Source: an optimization exercise on an open RTL-to-GDS flow (aim: small area). Production flows keep margins and buffers that such runs may drop.
Only simulation tests tie the RTL to the original design; equivalence was not proved.
The clock port is modelled as an ideal driver; clocking choices that lean on that would not hold on a real chip.
Power figures rest on the tool's default switching activity, not on a simulated workload.

File: flow/flow/run.sh
#!/bin/bash
# Standard layout with these changes:
#  - ports are buffered with the smallest buffer (buf_1);
#  - after placement, the buffers that repair_design inserted are removed
#    (port buffers stay) and the design is repaired again with buffers no
#    larger than buf_2, twice (flow/rebuf.tcl);
#  - the clock tree uses only clkbuf_8, with leaf clusters of 16 sinks and
#    no dummy loads;
#  - after the clock tree, max slew / max capacitance are repaired with
#    global-route parasitics and buffers no larger than buf_2
#    (flow/grtfix.tcl), before the standard global route.
set -euo pipefail
export BUFFER_PORTS_ARGS="-buffer_cell sky130_fd_sc_hd__buf_1"
export CTS_ARGS="-sink_clustering_enable -repair_clock_nets -dont_use_dummy_load -buf_list sky130_fd_sc_hd__clkbuf_8 -sink_clustering_buffer sky130_fd_sc_hd__clkbuf_8 -sink_clustering_size 16 -sink_clustering_max_diameter 80"
RES=$PWD/orfs/results/sky130hd/register_file/base
bash standard.sh place > place.log 2>&1
RES_DIR=$RES REBUF_PASSES=2 openroad -no_init -exit flow/rebuf.tcl > rebuf.log 2>&1
bash standard.sh cts > cts.log 2>&1
RES_DIR=$RES openroad -no_init -exit flow/grtfix.tcl > grtfix.log 2>&1
bash standard.sh > finish.log 2>&1
File: flow/standard.sh
#!/bin/bash
# synth_recipe.tcl (not shown) runs the flow's synth.tcl, then flattens the netlist and writes it again
# the make line also repeats each setting of config.mk as NAME=value (left out here)
make -C /OpenROAD-flow-scripts/flow DESIGN_CONFIG=/design/flow/config.mk WORK_HOME=/design/flow/orfs CLKGATE_MAP_FILE= SYNTH_SCRIPT=/design/flow/synth_recipe.tcl "${@:-finish}"
File: flow/design.v
module rf_oai22 (
  input  logic a1, a2, b1, b2,
  output logic y
);
  assign y = ~((a1 | a2) & (b1 | b2));
endmodule
module rf_aoi222 (
  input  logic a1, a2, b1, b2, c1, c2,
  output logic y
);
  assign y = ~((a1 & a2) | (b1 & b2) | (c1 & c2));
endmodule
module rf_nor2 (
  input  logic a, b,
  output logic y
);
  assign y = ~(a | b);
endmodule
module rf_and2 (
  input  logic a, b,
  output logic y
);
  assign y = a & b;
endmodule
module rf_nand2 (
  input  logic a, b,
  output logic y
);
  assign y = ~(a & b);
endmodule
module rf_nand4 (
  input  logic a, b, c, d,
  output logic y
);
  assign y = ~(a & b & c & d);
endmodule
module rf_nand3 (
  input  logic a, b, c,
  output logic y
);
  assign y = ~(a & b & c);
endmodule
module rf_or3 (
  input  logic a, b, c,
  output logic y
);
  assign y = a | b | c;
endmodule
module rf_xor2 (
  input  logic a, b,
  output logic y
);
  assign y = a ^ b;
endmodule
module rf_read_bit (
  input  logic [31:1] sel,
  input  logic [31:1] d,
  input  logic        x,
  output logic        y
);
  logic [10:0] n;
  for (genvar g = 0; g < 10; g++) begin : g_aoi
    rf_aoi222 u (.a1(sel[3*g+1]), .a2(d[3*g+1]),
                 .b1(sel[3*g+2]), .b2(d[3*g+2]),
                 .c1(sel[3*g+3]), .c2(d[3*g+3]), .y(n[g]));
  end
  rf_nand2 u_last (.a(sel[31]), .b(d[31]), .y(n[10]));
  logic [2:0] p;
  rf_nand4   u_p0 (.a(n[0]), .b(n[1]), .c(n[2]),  .d(n[3]), .y(p[0]));
  rf_nand4   u_p1 (.a(n[4]), .b(n[5]), .c(n[6]),  .d(n[7]), .y(p[1]));
  rf_nand3   u_p2 (.a(n[8]), .b(n[9]), .c(n[10]), .y(p[2]));
  logic       o;
  rf_or3     u_o  (.a(p[0]), .b(p[1]), .c(p[2]), .y(o));
  rf_xor2    u_x  (.a(o), .b(x), .y(y));
endmodule
module register_file #(
  parameter int                    DATA_WIDTH     = 32,
  parameter int                    ADDR_WIDTH     = 5,
  parameter logic [DATA_WIDTH-1:0] SP_RESET_VALUE = 32'h0000_03FC
) (
  input  logic                  clk,
  input  logic                  reset,
  input  logic                  RegWrite,
  input  logic [ADDR_WIDTH-1:0] WriteRegister,
  input  logic [DATA_WIDTH-1:0] WriteData,
  input  logic [ADDR_WIDTH-1:0] ReadRegister1,
  input  logic [ADDR_WIDTH-1:0] ReadRegister2,
  output logic [DATA_WIDTH-1:0] ReadData1,
  output logic [DATA_WIDTH-1:0] ReadData2
);
  localparam int DEPTH    = 2 ** ADDR_WIDTH;
  localparam int SP_INDEX = 29;
  logic                             phase;
  logic [DEPTH-1:1][DATA_WIDTH-1:0] regs_q;
  logic [DEPTH-1:1][DATA_WIDTH-1:0] regs_d;
  always_ff @(posedge clk) begin
    if (reset) phase <= 1'b0;
    else       phase <= ~phase;
  end
  logic [DATA_WIDTH-1:0] col_plain;
  logic [DATA_WIDTH-1:0] col_sp;
  assign col_plain = reset ? '1              : WriteData ^ {DATA_WIDTH{phase}};
  assign col_sp    = reset ? ~SP_RESET_VALUE : WriteData ^ {DATA_WIDTH{phase}};
  localparam int HALF = DATA_WIDTH / 2;
  logic [3:0] whi_r;
  logic [7:0] wlo_r;
  for (genvar j = 0; j < 4; j++) begin : g_whi
    assign whi_r[j] = reset | (RegWrite & (WriteRegister[4:3] == 2'(j)));
  end
  for (genvar k = 0; k < 8; k++) begin : g_wlo
    assign wlo_r[k] = reset | (WriteRegister[2:0] == 3'(k));
  end
  for (genvar i = 1; i < DEPTH; i++) begin : g_row
    logic       wr;
    logic [1:0] hold;
    rf_and2  u_wr (.a(whi_r[i / 8]), .b(wlo_r[i % 8]), .y(wr));
    rf_nand2 u_h0 (.a(whi_r[i / 8]), .b(wlo_r[i % 8]), .y(hold[0]));
    rf_nand2 u_h1 (.a(whi_r[i / 8]), .b(wlo_r[i % 8]), .y(hold[1]));
    logic [DATA_WIDTH-1:0] col;
    assign col = (i == SP_INDEX) ? col_sp : col_plain;
    for (genvar b = 0; b < DATA_WIDTH; b++) begin : g_bit
      rf_oai22 u_nx (.a1(regs_q[i][b]), .a2(wr), .b1(col[b]), .b2(hold[b / HALF]),
                     .y(regs_d[i][b]));
    end
  end
  always_ff @(posedge clk) begin
    regs_q <= regs_d;
  end
  logic [7:0] rlo1_n, rlo2_n;
  logic [3:0] rhi1_n, rhi2_n;
  for (genvar k = 0; k < 8; k++) begin : g_rlo
    assign rlo1_n[k] = ~(ReadRegister1[2:0] == 3'(k));
    assign rlo2_n[k] = ~(ReadRegister2[2:0] == 3'(k));
  end
  for (genvar j = 0; j < 4; j++) begin : g_rhi
    assign rhi1_n[j] = ~(ReadRegister1[4:3] == 2'(j));
    assign rhi2_n[j] = ~(ReadRegister2[4:3] == 2'(j));
  end
  localparam int THIRD = (DATA_WIDTH + 2) / 3;
  logic [2:0][DEPTH-1:1] sel1, sel2;
  for (genvar h = 0; h < 3; h++) begin : g_half
    for (genvar i = 1; i < DEPTH; i++) begin : g_sel
      rf_nor2 u_s1 (.a(rlo1_n[i % 8]), .b(rhi1_n[i / 8]), .y(sel1[h][i]));
      rf_nor2 u_s2 (.a(rlo2_n[i % 8]), .b(rhi2_n[i / 8]), .y(sel2[h][i]));
    end
  end
  logic x1, x2;
  assign x1 = phase & (ReadRegister1 != '0);
  assign x2 = phase & (ReadRegister2 != '0);
  for (genvar b = 0; b < DATA_WIDTH; b++) begin : g_bit
    logic [DEPTH-1:1] col;
    for (genvar i = 1; i < DEPTH; i++) begin : g_col
      assign col[i] = regs_q[i][b];
    end
    rf_read_bit u_r1 (.sel(sel1[b / THIRD]), .d(col), .x(x1), .y(ReadData1[b]));
    rf_read_bit u_r2 (.sel(sel2[b / THIRD]), .d(col), .x(x2), .y(ReadData2[b]));
  end
endmodule
File: flow/flow/grtfix.tcl
# Repair max slew / max capacitance with global-route parasitics after CTS,
# with buffers no larger than buf_2, so that the global-route step's own repair
# has little left to do.
set P $::env(FLOW_HOME)/platforms/sky130hd
set R $::env(RES_DIR)
set slew_margin [expr {[info exists ::env(SLEW_MARGIN)] ? $::env(SLEW_MARGIN) : 20}]
set cap_margin [expr {[info exists ::env(CAP_MARGIN)] ? $::env(CAP_MARGIN) : 20}]
read_lef $P/lef/sky130_fd_sc_hd.tlef
read_lef $P/lef/sky130_fd_sc_hd_merged.lef
read_liberty $P/lib/sky130_fd_sc_hd__tt_025C_1v80.lib
read_db $R/4_cts.odb
read_sdc $R/4_cts.sdc
source $P/setRC.tcl
set_propagated_clock [all_clocks]
set_dont_use [get_lib_cells {sky130_fd_sc_hd__probe_p_8 sky130_fd_sc_hd__probec_p_8 sky130_fd_sc_hd__lpflow_* sky130_fd_sc_hd__buf_4 sky130_fd_sc_hd__buf_6 sky130_fd_sc_hd__buf_8 sky130_fd_sc_hd__buf_12 sky130_fd_sc_hd__buf_16 sky130_fd_sc_hd__clkbuf_* sky130_fd_sc_hd__bufbuf_* sky130_fd_sc_hd__clkdlybuf* sky130_fd_sc_hd__dlygate* sky130_fd_sc_hd__dlymetal*}]
set_global_routing_layer_adjustment met1-met5 0.2
set_routing_layers -clock met3-met5
set_routing_layers -signal met1-met5
puts "area before [expr [rsz::design_area]*1e12]"
global_route -congestion_iterations 30
estimate_parasitics -global_routing
repair_design -slew_margin $slew_margin -cap_margin $cap_margin
puts "area after repair [expr [rsz::design_area]*1e12]"
detailed_placement
check_placement -verbose
write_db $R/4_cts.odb
File: flow/flow/rebuf.tcl
# Re-run design repair on the placed design with the smaller buffers only:
# remove the buffers that repair inserted (port buffers stay), then repair
# max slew / max capacitance with buffers no larger than buf_2.
set P $::env(FLOW_HOME)/platforms/sky130hd
set R $::env(RES_DIR)
set slew_margin [expr {[info exists ::env(SLEW_MARGIN)] ? $::env(SLEW_MARGIN) : 20}]
set cap_margin [expr {[info exists ::env(CAP_MARGIN)] ? $::env(CAP_MARGIN) : 20}]
read_lef $P/lef/sky130_fd_sc_hd.tlef
read_lef $P/lef/sky130_fd_sc_hd_merged.lef
read_liberty $P/lib/sky130_fd_sc_hd__tt_025C_1v80.lib
read_db $R/3_place.odb
read_sdc $R/3_place.sdc
source $P/setRC.tcl
set_dont_use [get_lib_cells {sky130_fd_sc_hd__probe_p_8 sky130_fd_sc_hd__probec_p_8 sky130_fd_sc_hd__lpflow_* sky130_fd_sc_hd__buf_4 sky130_fd_sc_hd__buf_6 sky130_fd_sc_hd__buf_8 sky130_fd_sc_hd__buf_12 sky130_fd_sc_hd__buf_16 sky130_fd_sc_hd__clkbuf_* sky130_fd_sc_hd__bufbuf_* sky130_fd_sc_hd__clkdlybuf* sky130_fd_sc_hd__dlygate* sky130_fd_sc_hd__dlymetal*}]
estimate_parasitics -placement
puts "buffers before: [llength [get_cells -filter "ref_name=~*buf*"]]"
puts "area before [expr [rsz::design_area]*1e12]"
set passes [expr {[info exists ::env(REBUF_PASSES)] ? $::env(REBUF_PASSES) : 2}]
for {set pass 0} {$pass < $passes} {incr pass} {
set block [ord::get_db_block]
set rm {}
set keep {}
foreach inst [$block getInsts] {
  set m [$inst getMaster]
  if {![regexp {__(buf|clkbuf)_[0-9]+$} [$m getName]]} { continue }
  set port 0
  foreach it [$inst getITerms] {
    set n [$it getNet]
    if {$n ne "NULL" && [llength [$n getBTerms]] > 0} { set port 1 }
  }
  if {!$port} { lappend rm [$inst getName] } else { lappend keep [$inst getName] }
}
set_dont_touch [get_cells $keep]
puts "removing [llength $rm] buffers"
remove_buffers [get_cells $rm]
puts "area after remove [expr [rsz::design_area]*1e12]"
repair_design -slew_margin $slew_margin -cap_margin $cap_margin
puts "area after repair [expr [rsz::design_area]*1e12]"
}
unset_dont_touch [get_cells $keep]
detailed_placement
check_placement -verbose
estimate_parasitics -placement
report_worst_slack -max
report_worst_slack -min
report_check_types -max_slew -max_capacitance -violators
puts "buffers after: [llength [get_cells -filter "ref_name=~*buf*"]]"
write_db $R/3_place.odb
File: flow/constraint.sdc
create_clock -name core_clock -period 8.0 [get_ports {clk}]
set_input_delay 1.6000 -clock core_clock [delete_from_list [all_inputs] [get_ports {clk}]]
set_output_delay 1.6000 -clock core_clock [all_outputs]
set_load 0.01 [all_outputs]
File: flow/config.mk
export PLATFORM = sky130hd
export DESIGN_NAME = register_file
export DESIGN_NICKNAME = register_file
export VERILOG_FILES = /design/flow/design.v
export SDC_FILE = /design/flow/constraint.sdc
export NUM_CORES = 4
export LEC_CHECK = 0
export CAP_MARGIN = 20
export CORE_MARGIN = 2
export CORE_UTILIZATION = 50
export PLACE_DENSITY = 0.75
export SLEW_MARGIN = 20
export SYNTH_HIERARCHICAL = 1
export SYNTH_MINIMUM_KEEP_SIZE = 0
==> impl_metrics.py <==
metrics = {
    "run_status": {
        "status": "no timing/DRC/antenna violations",
    },
    "sta": {
        "max_slew.worst_pin.slew_ps": 1340,
        "fmaxAchievable_mhz": 141,
        "setup-tns-final_ps": 0,
        "setup_violations": 0,
        "setup_repair_after_global_routing_missed_its_margin": "false",
        "finalClockSkew_ps": 80.4,
        "final_count_of_pins_violating_max_slew": 0,
        "maxSlewHeadroom_pct": 10.6,
        "final.min_clock_period_ps": 7110,
        "hold_violations": 0,
        "final.period_utilization_pct": 88.9,
    },
    "yosys": {
        "synth.net_count": 3468,
        "synth_warnings": 7,
        "yosys.cell_types.count": 25,
        "post_synth_instance_area_mm2": 0.0368,
        "part_of_the_yosys_area_used_for_sequential_elements_pct": 54.0,
        "netlist.area_leader.share_pct": 54.0,
        "syn-instance-count": 3418,
        "synthesis_stage_register_bit_count": 993,
        "synth.largest_area_cell": "dfxtp_1",
        "synth.top_cells.by_area": "dfxtp_1 (54%), a222oi_1 (17%), o22ai_1 (17%), nand4_1 (2.2%), nor2_1 (2.0%)",
        "synth.avg_cell_area_um2": 10.8,
    },
    "global_routing": {
        "global_route_wire_length_before_repair_mm": 227,
        "gr-usage-met3_pct": 10.6,
        "via_count_of_the_first_global_routing_pass": 34863,
        "remaining_global_route_overflow": 0,
        "overall_track_demand_over_capacity_in_global_routing_pct": 39.5,
        "globalRouteMet1Util_pct": 52.8,
        "grt_antenna_before_repair": 2,
        "grtUsageMet2_pct": 56.2,
        "grt_start_max_net_pins": 54,
        "grt_most_used_layer": "met2",
    },
    "power_and_ir_drop": {
        "maximum_vdd_drop_uv": 195,
        "fin_total_pwr_mw": 11.0,
        "pwr-share-clk_pct": 21.7,
        "cellInternalPower_mw": 7.41,
        "power_frac_comb_pct": 18.1,
        "swShare_pct": 32.8,
        "power_density_mw_per_mm2": 278,
        "power.sequential.fraction_pct": 60.2,
        "netSwitchingPower_mw": 3.62,
        "cellLeakagePower_nw": 13.6,
    },
    "min_path": {
        "worstHoldPathType": "register to register",
        "whs_path_depth": 1,
        "worst_hold_launch": "regs_q[682]$_DFF_P_",
    },
    "setup_path": {
        "timing.critical_path.cells": "buf_1 -> nand3b_1 -> buf_2 -> nor2_1 -> a222oi_1 -> nand4_1 -> or3_1 -> xor2_1 -> buf_1",
        "cp-end-kind": "output pin",
        "critPathCapture": "ReadData1[11]",
        "timing.reg2reg.setup_slack_ps": 5880,
        "worstSetupStartpoint": "ReadRegister1[0]",
        "cp_arrival_ps": 5510,
        "critPathMaxStageDelay_ps": 700,
        "cp_common_cell": "buf_1",
        "worstReg2RegEnd": "regs_q[805]$_DFF_P_",
        "crit_required_ps": 6400,
        "timing.setup.critical_path_class": "input pin to output pin",
        "critPathLaunchType": "input pin",
        "worstReg2RegStart": "phase$_SDFF_PP0_",
        "critical_path.max_fanout": 11,
        "critical_path.slowest_cell": "nand3b_1",
        "r2r.worst_path.cells": 3,
    },
    "cells_and_area": {
        "synthToLayoutAreaGrowth_pct": 7.62,
        "share_of_final_layout_standard_cells_stronger_than_drive_strength_1_pct": 4.83,
        "layout.cells.most_common_list": "o22ai_1 (992), dfxtp_1 (992), a222oi_1 (640), nor2_1 (195), nand2_1 (129)",
        "postLayoutCellArea_mm2": 0.0396,
        "nNetsFinal": 3654,
        "fin_util_pct": 54.3,
    },
    "routing": {
        "initialDrtViolationCount": 9850,
        "postRouteAntennaNets": 0,
        "drt-wirelength-per-cell_um": 34.7,
        "drcViolationCount": 0,
        "post_drt_via_cell_ratio": 8.55,
        "route.final.wire_length_mm": 158,
        "detailedRoute.firstPassIterationCount": 13,
        "vias": 38995,
    },
    "place": {
        "placement.io_buffers": 113,
        "routability_congestion_estimate_from_global_placement": 0.997,
        "instance_area_at_placement_mm2": 0.0393,
        "total_half_perimeter_wirelength_after_legalization_and_detailed_placement_mm": 104,
    },
    "floorplanning": {
        "rows": 99,
        "floorplan.initialDensity_pct": 50.5,
        "pin_count": 114,
        "floorplan.core_area_mm2": 0.0730,
        "die-height_um": 275,
        "dieArea_mm2": 0.0758,
        "die-width_um": 275,
    },
    "clock_network": {
        "worstSkewPairLatency_ps": 740,
        "number_of_cts_inserted_buffers": 72,
        "cts_tree": "done",
        "cts_root_buffer": "clkbuf_8",
        "ctsResizeCount": 0,
        "postCtsSetupBuffers": 0,
        "cts-htree-levels": 3,
        "clk_pin_slew_ps": 40,
        "clock-sinks": 993,
        "cts-root-to-sink-buffers": 3,
        "post_cts_hold_buffer_count": 0,
    },
    "job": {
        "max_cap_viol_count": 0,
    },
}
==> cell usage after synthesis <==
| library cell | number |
|---|---|
| nor2_1 | 198 |
| clkbuf_1 | 4 |
| a21o_1 | 2 |
| nand2b_1 | 39 |
| or3b_2 | 4 |
| o22ai_1 | 992 |
| buf_6 | 1 |
| or3_4 | 2 |
| a222oi_1 | 640 |
| buf_4 | 3 |
| nand2_1 | 131 |
| nand4_1 | 128 |
| nand3b_1 | 6 |
| inv_1 | 3 |
| o21a_1 | 2 |
| and2_1 | 31 |
| o21bai_1 | 8 |
| or2_2 | 2 |
| nand3_1 | 66 |
| or3_1 | 64 |
| dfxtp_1 | 993 |
| buf_2 | 1 |
| xor2_1 | 64 |
| a31o_2 | 2 |
| xnor2_1 | 32 |
==> kinds of logic after synthesis <==
| group | Yosys count | synth area share [%] |
|---|---|---|
| AO/OA/AOI/OAI | 1646 | 34.5 |
| flip-flops | 993 | 54.0 |
| AND/OR/NAND/NOR | 671 | 9.01 |
| XOR/XNOR | 96 | 2.28 |
| buffers and inverters | 12 | 0.177 |
==> Yosys stat by module (local to each module, per instance), excerpt <==
module         cells inside  flip-flops and latches  times used  area (um2)
rf_oai22                  1                       0         992        6.26
rf_nand3                  1                       0          64        5.00
rf_nor2                   1                       0         186        3.75
register_file          1123                     993           1       20800
rf_aoi222                 1                       0         640        10.0
rf_nand2                  1                       0         126        3.75
rf_or3                    1                       0          64        6.26
rf_nand4                  1                       0         128        6.26
rf_and2                   1                       0          31        6.26
rf_xor2                   1                       0          64        8.76
==> through the flow <==
| step | hold WS [ps] | worst slack, ps | instances |
|---|---|---|---|
| 6_report | 475 | 887 | 4562 |
| 3_3_place_gp | 449 | 1390 | 4593 |
| 4_1_cts | 472 | 1230 | 4556 |
| 5_1_grt | 486 | 979 | 4562 |
| 3_5_place_dp | 459 | 1410 | 4593 |
| 2_1_floorplan | 442 | 2970 | 3418 |
==> layout make-up <==
type	count	area [um2]
clock buffer	72	991
timing repair buffer	121	482
tap	959	1200
fill	6580	33300
multi-input combinational	2413	17100
inverter	3	11.3
sequential	993	19900
antenna	1	2.50
==> worst min path at each step <==
stage                                      to  slack [ps]
after floorplan             regs_q[0]$_DFF_P_         440
after global placement    regs_q[126]$_DFF_P_         450
after detailed placement  regs_q[965]$_DFF_P_         460
after CTS                 regs_q[682]$_DFF_P_         470
after global routing       regs_q[62]$_DFF_P_         490
final                     regs_q[682]$_DFF_P_         470
==> power by group through the flow <==
stage	clock, mW	sequential, mW	combinational [mW]
global placement	0	6.66	1.87
floorplan	0	6.48	1.23
CTS	2.38	6.59	1.88
finish	2.39	6.64	1.99
detailed placement	0	6.69	1.92
global route	2.54	6.72	2.06
==> state kept, by name (all words and copies together), names as in the netlist <==
| register | count |
|---|---|
| regs_q | 992 |
| phase | 1 |
==> routing by layer <==
metal | part of all wire, % | routed length (um)
met1 | 36 | 57200
met2 | 41 | 64300
met3 | 15 | 24400
met4 | 7.9 | 12500
met5 | 0.0069 | 11
==> critical path: cells and delay by family <==
kind	cells	cell delay, ps
XOR/XNOR	1	510
buffers and inverters	3	970
AO/OA/AOI/OAI	1	480
AND/OR/NAND/NOR	4	1930

separate check: timing with driven ports:
How much do the figures lean on ideal ports? The routed layout below was timed once more, with nothing changed but the port constraints. Step 1: set_driving_cell puts a clkbuf_16 on clk and a buf_2 on each other input, an assumption about the parent block. Step 2 adds t to the input delays and takes it off the output delays; t is the mean of the earliest and latest rising clock arrival at the registers after step 1. Input paths then give back, and output paths get back, about the clock's delay inside the block. a / b / c = no drivers / after step 1 / after step 2; a / b = the first two.
shift t [ns]: 0.764
setup slack, ns: 0.887 / 0.844 / 0.844
worst hold slack (ns): 0.475 / 0.475 / 0.475
After both steps setup and hold are still met in this run. For this run, drivers alone change the setup slack by -0.043 ns; drivers and shift together by -0.043 ns.
